This is an optimization exercise on Yosys and OpenROAD, whose aim is small area and a short achievable clock period, not a production implementation.
The RTL was checked by simulation tests, not by an equivalence proof against the original design.
Power figures rest on the tool's default switching activity, not on a simulated workload.

## flow/flow/run.sh

```bash
#!/bin/bash
# The standard layout, with plain buffers on the ports instead of the
# delay buffers buffer_ports picks on its own, repair aiming for slack well
# beyond the clock target, and no dummy clock loads. Tool output goes to
# make.log here and to orfs/logs.
set -euo pipefail
bash standard.sh \
  "BUFFER_PORTS_ARGS=-buffer_cell sky130_fd_sc_hd__buf_1" \
  SETUP_SLACK_MARGIN=15 \
  "CTS_ARGS=-sink_clustering_enable -repair_clock_nets -sink_clustering_size 18 -sink_clustering_max_diameter 300 -buf_list sky130_fd_sc_hd__clkbuf_8 -dont_use_dummy_load" \
  finish > make.log 2>&1
```

## flow/standard.sh

```bash
#!/bin/bash
# synth_recipe.tcl (not shown) runs the flow's synth.tcl, then flattens the netlist and writes it again
# the make line also repeats each setting of config.mk as NAME=value (left out here)
make -C /OpenROAD-flow-scripts/flow DESIGN_CONFIG=/design/flow/config.mk WORK_HOME=/design/flow/orfs CLKGATE_MAP_FILE= SYNTH_SCRIPT=/design/flow/synth_recipe.tcl "${@:-finish}"
```

## flow/config.mk

```make
export PLATFORM = sky130hd
export DESIGN_NAME = aluCluster
export DESIGN_NICKNAME = aluCluster
export VERILOG_FILES = /design/flow/design.v
export SDC_FILE = /design/flow/constraint.sdc
export NUM_CORES = 4
export LEC_CHECK = 0
export CAP_MARGIN = 20
export CORE_MARGIN = 2
export CORE_UTILIZATION = 40
export CTS_BUF_LIST = sky130_fd_sc_hd__clkbuf_8
export CTS_CLUSTER_DIAMETER = 300
export CTS_CLUSTER_SIZE = 16
export SLEW_MARGIN = 20
export SYNTH_HIERARCHICAL = 1
```

## flow/constraint.sdc

```tcl
create_clock -name core_clock -period 26.0 [get_ports {clk}]
set_input_delay 5.2000 -clock core_clock [delete_from_list [all_inputs] [get_ports {clk}]]
set_output_delay 5.2000 -clock core_clock [all_outputs]
set_load 0.01 [all_outputs]
```

## flow/design.v

```verilog
`default_nettype none
package aluPkg;
    localparam int DATA_W    = 32;                   
    localparam int NUM_LANES = 4;                    
    localparam int LANE_W    = $clog2(NUM_LANES);    
    localparam int SHIFT_W   = $clog2(DATA_W);       
    localparam int OP_W      = 6;                    
    typedef enum logic [OP_W-1:0] {
        SLL  = 6'b000000,    
        SRL  = 6'b000010,    
        SRA  = 6'b000011,    
        SLLV = 6'b000100,    
        SRLV = 6'b000110,    
        SRAV = 6'b000111,    
        MOVZ = 6'b001010,
        MOVN = 6'b001011,
        CLO  = 6'b011100,
        CLZ  = 6'b011101,
        ADD  = 6'b100000,
        ADDU = 6'b100001,
        SUB  = 6'b100010,
        SUBU = 6'b100011,
        AND  = 6'b100100,
        OR   = 6'b100101,
        XOR  = 6'b100110,
        NOR  = 6'b100111,
        SLT  = 6'b101010,
        SLTU = 6'b101011
    } aluOp_e;
    localparam int FLAG_W     = 5;
    localparam int FLAG_ZERO  = 0;   
    localparam int FLAG_NEG   = 1;   
    localparam int FLAG_CARRY = 2;   
    localparam int FLAG_OVF   = 3;   
    localparam int FLAG_COND  = 4;   
endpackage
`default_nettype wire
`default_nettype none
package aluBusPkg;
    localparam int ADDR_W = 8;
    localparam logic [ADDR_W-1:0] REG_OPA    = 8'h00;   
    localparam logic [ADDR_W-1:0] REG_OPB    = 8'h04;   
    localparam logic [ADDR_W-1:0] REG_CMD    = 8'h08;   
    localparam logic [ADDR_W-1:0] REG_RESULT = 8'h10;   
    localparam logic [ADDR_W-1:0] REG_FLAGS  = 8'h14;   
    localparam logic [ADDR_W-1:0] REG_STATUS = 8'h18;   
    localparam int             RESP_W      = 2;
    localparam logic [RESP_W-1:0] RESP_OKAY   = 2'b00;
    localparam logic [RESP_W-1:0] RESP_SLVERR = 2'b10;
    localparam int QUEUE_DEPTH = 4;
    localparam int QPTR_W      = $clog2(QUEUE_DEPTH);
    localparam int QCNT_W      = $clog2(QUEUE_DEPTH + 1);   
endpackage
`default_nettype wire
`timescale 1ns/1ps
`default_nettype none
module aluLane (
    input  logic [4:0]                  op,
    input  logic [aluPkg::DATA_W-1:0]   a,
    input  logic [aluPkg::DATA_W-1:0]   b,
    output logic [aluPkg::DATA_W-1:0]   res,
    output logic                        carry,
    output logic                        ovf,
    output logic                        cond
);
    logic        arith;
    logic        sub;
    logic [31:0] bx;
    logic [31:0] sum;
    logic        cout;
    logic        ovfRaw;
    logic        lt;
    logic        shArith;
    logic        shLeft;
    logic [4:0]  shAmt;
    logic [31:0] shData;
    logic [31:0] shOut;
    logic [5:0]  clCnt;
    logic        bZero;
    function automatic logic [31:0] rev(input logic [31:0] x);
        for (int i = 0; i < 32; i = i + 1)
            rev[i] = x[31-i];
    endfunction
    function automatic logic [16:0] ripple16(input logic [15:0] x, input logic [15:0] y, input logic ci);
        logic c;
        c = ci;
        for (int i = 0; i < 16; i = i + 1)
        begin
            ripple16[i] = x[i] ^ y[i] ^ c;
            c           = (x[i] & y[i]) | (c & (x[i] ^ y[i]));
        end
        ripple16[16] = c;
    endfunction
    assign arith = op[4];
    logic [16:0] lo;
    logic [16:0] hi0;
    logic [16:0] hi1;
    assign sub = op[1];
    assign bx  = b ^ {32{sub}};
    assign lo  = ripple16(a[15:0], bx[15:0], sub);
    assign hi0 = ripple16(a[31:16], bx[31:16], 1'b0);
    assign hi1 = ~ripple16(~a[31:16], ~bx[31:16], 1'b0);
    assign {cout, sum} = {lo[16] ? hi1 : hi0, lo[15:0]};
    assign ovfRaw = (a[31] == bx[31]) && (sum[31] != a[31]);
    assign ovf    = arith && !op[2] && !op[3] && ovfRaw;
    assign carry  = arith && !op[2] && !op[3] && (op[1] ? !cout : (op[0] && cout));
    assign lt     = op[0] ? !cout : (sum[31] ^ ovfRaw);
    logic [31:0] s0, s1, s2, s3, s4;
    logic        fill;
    assign shArith = op[1] && op[0];             
    assign shLeft  = !op[1];                     
    assign shAmt   = op[2] ? (shArith ? b[4:0] : a[4:0]) : 5'd1;
    assign shData  = shArith ? a : (shLeft ? rev(b) : b);
    assign fill    = shArith && a[31];
    logic [63:0] e0, e1;
    logic [3:0]  d0, d1;
    assign d0 = 4'b1 << shAmt[1:0];
    assign d1 = 4'b1 << shAmt[3:2];
    assign e0 = {{32{fill}}, shData};
    always_comb
        for (int i = 0; i < 32; i++)
            s1[i] = (d0[0] & e0[i]) | (d0[1] & e0[i+1]) | (d0[2] & e0[i+2]) | (d0[3] & e0[i+3]);
    assign e1 = {{32{fill}}, s1};
    always_comb
        for (int i = 0; i < 32; i++)
            s3[i] = (d1[0] & e1[i]) | (d1[1] & e1[i+4]) | (d1[2] & e1[i+8]) | (d1[3] & e1[i+12]);
    assign s4    = shAmt[4] ? {{16{fill}}, s3[31:16]} : s3;
    assign shOut = s4;
    logic [31:0] x;
    logic [15:0] al0; logic [15:0]      c0;
    logic [7:0]  al1; logic [7:0][1:0] c1;
    logic [3:0]  al2; logic [3:0][2:0] c2;
    logic [1:0]  al3; logic [1:0][3:0] c3;
    logic        al4; logic [4:0]      c4;
    assign x = a ^ {32{op[0]}};
    always_comb
    begin
        for (int i = 0; i < 16; i++)
        begin
            al0[i] = x[2*i+1] & x[2*i];
            c0[i]  = x[2*i+1];
        end
        for (int i = 0; i < 8; i++)
        begin
            al1[i] = al0[2*i+1] & al0[2*i];
            c1[i]  = al0[2*i+1] ? {1'b1, c0[2*i]} : {1'b0, c0[2*i+1]};
        end
        for (int i = 0; i < 4; i++)
        begin
            al2[i] = al1[2*i+1] & al1[2*i];
            c2[i]  = al1[2*i+1] ? {1'b1, c1[2*i]} : {1'b0, c1[2*i+1]};
        end
        for (int i = 0; i < 2; i++)
        begin
            al3[i] = al2[2*i+1] & al2[2*i];
            c3[i]  = al2[2*i+1] ? {1'b1, c2[2*i]} : {1'b0, c2[2*i+1]};
        end
        al4 = al3[1] & al3[0];
        c4  = al3[1] ? {1'b1, c3[0]} : {1'b0, c3[1]};
    end
    assign clCnt = {al4, al4 ? 5'b0 : c4};
    assign bZero = (b == 32'b0);
    assign cond  = !arith && op[3] && !op[2] && (op[0] ? !bZero : bZero);
    logic selSum, selLt, selLog, selClz, selShR, selShL;
    assign selSum = arith && !op[3] && !op[2];
    assign selLt  = arith && op[3];
    assign selLog = arith && !op[3] && op[2];
    assign selClz = !arith && op[3] && op[2];
    assign selShR = !arith && !op[3] && op[1];
    assign selShL = !arith && !op[3] && !op[1];
    logic selSh;
    assign selSh = !arith && !op[3];
    logic [3:0] tt;
    assign tt[3] = (selLog && !op[1]) || cond;
    assign tt[2] = (selLog && (op[1] ^ op[0])) || cond;
    assign tt[1] = selLog && (op[1] ^ op[0]);
    assign tt[0] = selLog && op[1] && op[0];
    logic [31:0] shRev;
    logic [31:0] shFin;
    assign shRev = rev(shOut);
    assign shFin = shLeft ? shRev : shOut;
    always_comb
    begin
        for (int i = 0; i < 32; i++)
            res[i] = (a[i] && b[i] && tt[3]) || (a[i] && !b[i] && tt[2]) ||
                     (!a[i] && b[i] && tt[1]) || (!a[i] && !b[i] && tt[0]) ||
                     (selSum && sum[i]) || (selSh && shFin[i]);
        res[5:0] = res[5:0] | ({6{selClz}} & clCnt);
        res[0]   = res[0] | (selLt && lt);
    end
endmodule
`default_nettype wire
`timescale 1ns/1ps
`default_nettype none
module aluAccept (
    input  logic                            awvalid,
    input  logic                            wvalid,
    input  logic [aluBusPkg::ADDR_W-1:0]    awaddr,
    input  logic                            bvalid,
    input  logic                            bready,
    input  logic                            full,
    output logic                            accept
);
    assign accept = awvalid && wvalid && (!bvalid || bready) &&
                    !((awaddr == aluBusPkg::REG_CMD) && full);
endmodule
module aluDispatch (
    input  logic                            clk,
    input  logic                            rstN,
    input  logic                            awvalid,
    output logic                            awready,
    input  logic [aluBusPkg::ADDR_W-1:0]    awaddr,
    input  logic                            wvalid,
    output logic                            wready,
    input  logic [aluPkg::DATA_W-1:0]       wdata,
    output logic                            bvalid,
    input  logic                            bready,
    output logic [aluBusPkg::RESP_W-1:0]    bresp,
    input  logic                            full,
    output logic                            issue,       
    output logic [4:0]                      issueOp,     
    output logic [aluPkg::DATA_W-1:0]       issueA,
    output logic [aluPkg::DATA_W-1:0]       issueB
);
    logic isCmd;
    logic isA;
    logic isB;
    logic cmdLegal;
    logic accept;
    logic errResp;
    logic [5:0] op;
    assign op    = wdata[5:0];
    assign isCmd = (awaddr == aluBusPkg::REG_CMD);
    assign isA   = (awaddr == aluBusPkg::REG_OPA);
    assign isB   = (awaddr == aluBusPkg::REG_OPB);
    always_comb
    begin
        case (op)
            6'h00, 6'h02, 6'h03, 6'h04, 6'h06, 6'h07, 6'h0a, 6'h0b, 6'h1c, 6'h1d,
            6'h20, 6'h21, 6'h22, 6'h23, 6'h24, 6'h25, 6'h26, 6'h27, 6'h2a, 6'h2b:
                cmdLegal = 1'b1;
            default:
                cmdLegal = 1'b0;
        endcase
    end
    logic acceptOut;
    aluAccept acceptOut_i (
        .awvalid    (awvalid),
        .wvalid     (wvalid),
        .awaddr     (awaddr),
        .bvalid     (bvalid),
        .bready     (bready),
        .full       (full),
        .accept     (acceptOut)
    );
    aluAccept accept_i (
        .awvalid    (awvalid),
        .wvalid     (wvalid),
        .awaddr     (awaddr),
        .bvalid     (bvalid),
        .bready     (bready),
        .full       (full),
        .accept     (accept)
    );
    assign awready = acceptOut;
    assign wready  = acceptOut;
    assign issue   = accept && isCmd && cmdLegal;
    assign errResp = !(isA || isB || (isCmd && cmdLegal));
    always_ff @(posedge clk or negedge rstN)
    begin
        if (!rstN)
            bvalid <= 1'b0;
        else if (accept)
            bvalid <= 1'b1;
        else if (bready)
            bvalid <= 1'b0;
    end
    assign bresp[0] = 1'b0;
    always_ff @(posedge clk)
    begin
        issueOp <= {op[5], op[3:0]};     
        if (accept)
        begin
            bresp[1] <= errResp;
            if (isA)
                issueA <= wdata;
            if (isB)
                issueB <= wdata;
        end
    end
endmodule
`default_nettype wire
`timescale 1ns/1ps
`default_nettype none
module aluCollect (
    input  logic                            clk,
    input  logic                            rstN,
    input  logic                            issue,
    input  logic [aluPkg::DATA_W-1:0]       result,
    input  logic                            carry,
    input  logic                            ovf,
    input  logic                            cond,
    input  logic                            arvalid,
    output logic                            arready,
    input  logic [aluBusPkg::ADDR_W-1:0]    araddr,
    output logic                            rvalid,
    input  logic                            rready,
    output logic [aluPkg::DATA_W-1:0]       rdata,
    output logic [aluBusPkg::RESP_W-1:0]    rresp,
    output logic                            full,
    output logic                            wrValid      
);
    localparam int SLOT_W = aluPkg::DATA_W + 3;
    logic [SLOT_W-1:0] mem [aluBusPkg::QUEUE_DEPTH];
    logic [aluBusPkg::QPTR_W-1:0] wrPtr;
    logic [aluBusPkg::QPTR_W-1:0] rdPtr;
    logic [aluBusPkg::QCNT_W-1:0] count;     
    logic [aluBusPkg::QCNT_W-1:0] occ;       
    logic              v2;
    logic              v3;
    logic              arFire;
    logic              notEmpty;
    logic              pop;
    logic [SLOT_W-1:0] head;
    logic [aluPkg::DATA_W-1:0] rdNext;
    logic              errNext;
    assign arFire   = arvalid && arready;
    assign notEmpty = (count != '0);
    assign pop      = arFire && (araddr == aluBusPkg::REG_RESULT) && notEmpty;
    assign full     = occ[aluBusPkg::QCNT_W-1];      
    assign head     = mem[rdPtr];
    always_comb
    begin
        rdNext  = '0;
        errNext = 1'b0;
        case (araddr)
            aluBusPkg::REG_RESULT:
                if (notEmpty)
                    rdNext = head[aluPkg::DATA_W-1:0];
                else
                    errNext = 1'b1;
            aluBusPkg::REG_FLAGS:
                if (notEmpty)
                    rdNext[4:0] = {head[SLOT_W-1:aluPkg::DATA_W], head[aluPkg::DATA_W-1],
                                   (head[aluPkg::DATA_W-1:0] == '0)};
                else
                    errNext = 1'b1;
            aluBusPkg::REG_STATUS: rdNext[aluBusPkg::QCNT_W-1:0] = count;
            default: errNext = 1'b1;
        endcase
    end
    always_ff @(posedge clk or negedge rstN)
    begin
        if (!rstN)
        begin
            wrValid <= 1'b0;
            v2      <= 1'b0;
            v3      <= 1'b0;
            wrPtr   <= '0;
            rdPtr   <= '0;
            count   <= '0;
            occ     <= '0;
            arready <= 1'b0;
            rvalid  <= 1'b0;
        end
        else
        begin
            wrValid <= issue;
            v2      <= wrValid;
            v3      <= v2;
            if (wrValid)
                wrPtr <= wrPtr + 1'b1;
            if (pop)
                rdPtr <= rdPtr + 1'b1;
            case ({v3, pop})
                2'b10:   count <= count + 1'b1;
                2'b01:   count <= count - 1'b1;
                default: count <= count;
            endcase
            case ({issue, pop})
                2'b10:   occ <= occ + 1'b1;
                2'b01:   occ <= occ - 1'b1;
                default: occ <= occ;
            endcase
            if (arFire)
            begin
                rvalid  <= 1'b1;
                arready <= 1'b0;
            end
            else if (rvalid && rready)
            begin
                rvalid  <= 1'b0;
                arready <= 1'b1;
            end
            else if (!rvalid)
                arready <= 1'b1;
        end
    end
    assign rresp[0] = 1'b0;
    always_ff @(posedge clk)
    begin
        if (wrValid)
            mem[wrPtr] <= {cond, ovf, carry, result};
        if (arFire)
        begin
            rdata    <= rdNext;
            rresp[1] <= errNext;
        end
    end
endmodule
`default_nettype wire
`timescale 1ns/1ps
`default_nettype none
module aluCluster (
    input  logic                            clk,
    input  logic                            rstN,
    input  logic                            awvalid,
    output logic                            awready,
    input  logic [aluBusPkg::ADDR_W-1:0]    awaddr,
    input  logic                            wvalid,
    output logic                            wready,
    input  logic [aluPkg::DATA_W-1:0]       wdata,
    output logic                            bvalid,
    input  logic                            bready,
    output logic [aluBusPkg::RESP_W-1:0]    bresp,
    input  logic                            arvalid,
    output logic                            arready,
    input  logic [aluBusPkg::ADDR_W-1:0]    araddr,
    output logic                            rvalid,
    input  logic                            rready,
    output logic [aluPkg::DATA_W-1:0]       rdata,
    output logic [aluBusPkg::RESP_W-1:0]    rresp
);
    logic                       issue;
    logic [4:0]                 issueOp;
    logic [aluPkg::DATA_W-1:0]  issueA;
    logic [aluPkg::DATA_W-1:0]  issueB;
    logic [aluPkg::DATA_W-1:0]  result;
    logic                       carry;
    logic                       ovf;
    logic                       cond;
    logic                       full;
    logic                       wrValid;
    aluDispatch dispatch_i (
        .clk        (clk),
        .rstN       (rstN),
        .awvalid    (awvalid),
        .awready    (awready),
        .awaddr     (awaddr),
        .wvalid     (wvalid),
        .wready     (wready),
        .wdata      (wdata),
        .bvalid     (bvalid),
        .bready     (bready),
        .bresp      (bresp),
        .full       (full),
        .issue      (issue),
        .issueOp    (issueOp),
        .issueA     (issueA),
        .issueB     (issueB)
    );
    aluLane lane_i (
        .op     (issueOp),
        .a      (issueA),
        .b      (issueB),
        .res    (result),
        .carry  (carry),
        .ovf    (ovf),
        .cond   (cond)
    );
    aluCollect collect_i (
        .clk        (clk),
        .rstN       (rstN),
        .issue      (issue),
        .result     (result),
        .carry      (carry),
        .ovf        (ovf),
        .cond       (cond),
        .arvalid    (arvalid),
        .arready    (arready),
        .araddr     (araddr),
        .rvalid     (rvalid),
        .rready     (rready),
        .rdata      (rdata),
        .rresp      (rresp),
        .full       (full),
        .wrValid    (wrValid)
    );
endmodule
`default_nettype wire
```

==> impl_metrics.ini <==
[worst_setup_path]
worstRegToRegCells = 27
required_ns = 20.80
critPathMaxFanout = 2
crit_arrival_ns = 5.96
setup.worst_path.start = awaddr[4]
rrSetupSlack_ns = 16.74
critPathKind = input port to output port
end_kind = output port
rr_endpoint = collect_i.mem[2][0]
r2r_start = dispatch_i.issueOp[1]
startpoint_type = input port

[logic_synthesis]
ys_async_sr_fraction = 0.0618
synth_area_per_cell_um2 = 11.6
ys.flop_type = edfxtp_1
syn_inst = 1404
synth-edff-count = 238
ys_seq_area_frac = 0.468
synth.area.top_cells = edfxtp_1 44%, mux4_2 6.8%, fa_1 5.8%
synth_top_cell_by_area = edfxtp_1
synth.distinct_cells = 91
syn_nets = 1516
ys_ff_latch = 259
synth_area_um2 = 16300
netlist.area_leader.share = 0.438
yosys_warnings = 9

[clock_network]
cts_max_level = 1
clock_sinks = 259
cts_tree = done
clk_latency_ns = 0.60
clk_pin_slew_worst_paths_ns = 0.10
ctsRootBufferMaster = clkbuf_8
cts_buffer_depth = 3
holdBufCountCts = 0
cts_buffers = 18

[place]
dp.cells = 1930
dpl.hpwl_um = 36900
io_buffers = 93
gp_congestion = 1.02

[die]
fp.dieW_um = 206
io_pins = 96
start_util = 0.403
rows = 74
die-area_um2 = 42500
coreArea_um2 = 40600
die_y_um = 206

[finish]
final_common_cell = edfxtp_1
area_delta_synth_final_pct = 5.78
multi_input_area_um2 = 7960
drive_gt1_frac = 0.116
final_util = 0.426
n_fill_cell = 3793
layout_common_cells = 238 x edfxtp_1, 95 x nand2_1, 93 x nor2_1
layout.cells.non_filler = 1950
final_net_count = 1531
regArea_um2 = 7650

[global_route]
grt.overflow.total = 0
grt_usage = 0.240
grt_pass1_wl_um = 75300
grt_pass1_vias = 11600
grt_max_degree = 72
antenna_found_initial = 2

[timing]
min_period_ns = 11.16
hold_ws_ns = 0.361
tightestPinTransition_ns = 1.07
rsz0062_at_grt = yes
hold_violations = 0
fmax_ghz = 0.0896
max_slew_margin = 0.281
finalCritPeriodShare = 0.429
maxSlewViolCount = 0
finalSetupTns_ns = 0
fin_skew_ns = 0.0493
finalSetupViolations = 0

[power]
switching_power_mw = 0.211
p_per_area_nw_per_um2 = 45.2
combPwrFrac = 0.164
vdd_ir_drop_max_mv = 0.0441
p_seq_frac = 0.596
total_leakage_power_nw = 5.82
p_int_mw = 0.570
power_frac_clock = 0.240
swShare = 0.271

[route]
totalWireLength_um = 51000
vias = 12200
wl_per_cell_um = 26.2
drtIter0Drc = 1182
drtPass1Iterations = 6
viasPerCell = 6.24
drc = 0
ant_nets = 0

[min_path]
min_path_cells = 0
hold_path_class = flip-flop to flip-flop
holdCritStartpoint = collect_i.v2
worstHoldEndpoint = collect_i.v3

[status]
status = no timing/DRC/antenna violations

[run]
cap_violations = 0
## per-stage QoR
stage / total power [mW] / area, um^2 / setup WS (ns)
after CTS: 0.788 / 17300 / 14.83
after global routing: 0.812 / 17300 / 14.79
after detailed placement: 0.600 / 17000 / 14.72
after global placement: 0.599 / 17000 / 14.77
after floorplan: 0.557 / 16300 / 14.97
final: 0.781 / 17300 / 14.84
## per-module statistics from Yosys, one instance, submodules excluded, a selection
module       flip-flops and latches  cells inside  copies in the design  area (um^2)
aluAccept                         0             5                     2         43.8
aluLane                           0           963                     1         6920
aluDispatch                      71            93                     1         2200
aluCollect                      188           338                     1         7120
## flip-flops by register name, indices dropped and copies added (netlist names), 2 cells and up
register and flops:
collect_i.rdata 32, dispatch_i.issueA 32, collect_i.rdPtr 2, dispatch_i.issueB 32
collect_i.occ 3, collect_i.mem 140, collect_i.count 3, collect_i.wrPtr 2
dispatch_i.issueOp 5
## Yosys cell counts, types with 22 or more instances
master,n
o22ai_1,29
edfxtp_1,238
nor3_1,25
o21ai_0,69
nor2_1,93
mux2i_1,55
a211oi_1,22
nor2b_1,40
clkbuf_1,70
xor2_1,33
nand2_1,95
buf_2,33
fa_1,47
mux4_2,49
mux2_2,33
inv_1,40
a21oi_1,66
## kinds of logic after synthesis
kind of cell	synth area share
fa+ha+maj	0.0653
buf+inv	0.0462
other cells	0.000460
simple gates	0.120
mux	0.125
compound gates	0.152
flops	0.468
xor+xnor	0.0225
## worst max path at each step
stage               endpoint
floorplan             wready
global placement     awready
detailed placement   awready
CTS                  awready
global route          wready
finish               awready
## worst max-delay path: stages
cell and delay (ns):
buf_8 0.10, nor4b_4 0.24, nand4b_1 0.12, o2111a_2 0.17, buf_6 0.12
## layer usage
layer  share of wire  track usage  vias up  routed length (um)
met3           0.076       0.0416      134                3850
li1                -            -     5389                   -
met1            0.41        0.327     6078               21200
met2            0.46        0.376      574               23300
met4           0.053        0.110        0                2700
met5               0            0        -                   0
## layout make-up
class                      instances  area share
clock buffer                      18      0.0143
inverter                          41     0.00891
sequential                       259       0.443
antenna                            1    0.000145
tap                              532      0.0385
multi-input combinational        979       0.461
timing repair buffer             120      0.0342
## what timing repair did
item	in CTS	in global routing
pin swaps	2	1
cloned	0	0
setup endpoints to repair	2	2
buffers inserted	1	0
resized for setup	13	1
## power groups by stage
| stage | Sequential, mW | Combinational (mW) | Clock, mW |
|---|---|---|---|
| 4_1_cts | 0.466 | 0.126 | 0.196 |
| 3_3_place_gp | 0.475 | 0.124 | 0 |
| 6_report | 0.465 | 0.128 | 0.187 |
| 2_1_floorplan | 0.475 | 0.0812 | 0 |
| 3_5_place_dp | 0.475 | 0.125 | 0 |
| 5_1_grt | 0.466 | 0.137 | 0.208 |

re-timing with driven ports:
How much do the figures lean on ideal ports? The routed layout below was timed once more, with nothing changed but the port constraints. Step 1: set_driving_cell puts a clkbuf_16 on clk and a buf_2 on each other input, an assumption about the parent block. Step 2 times the ports against the registers' clock, not the clock port: input delays grow and output delays shrink by t, the midpoint of the rising clock arrivals with the driver on. a / b / c = ideal ports / drivers / drivers and shift; a / b = the first two.
shift t [ns]: 0.621
slack for setup (ns): 14.841 / 14.789 / 14.789
clock arrival spread, ns: 0.049 / 0.050
cell pins on the clock port's net: 1
After both steps this run still meets setup and hold. For this run, drivers alone change the setup slack by -0.052 ns; drivers and shift together by -0.052 ns.
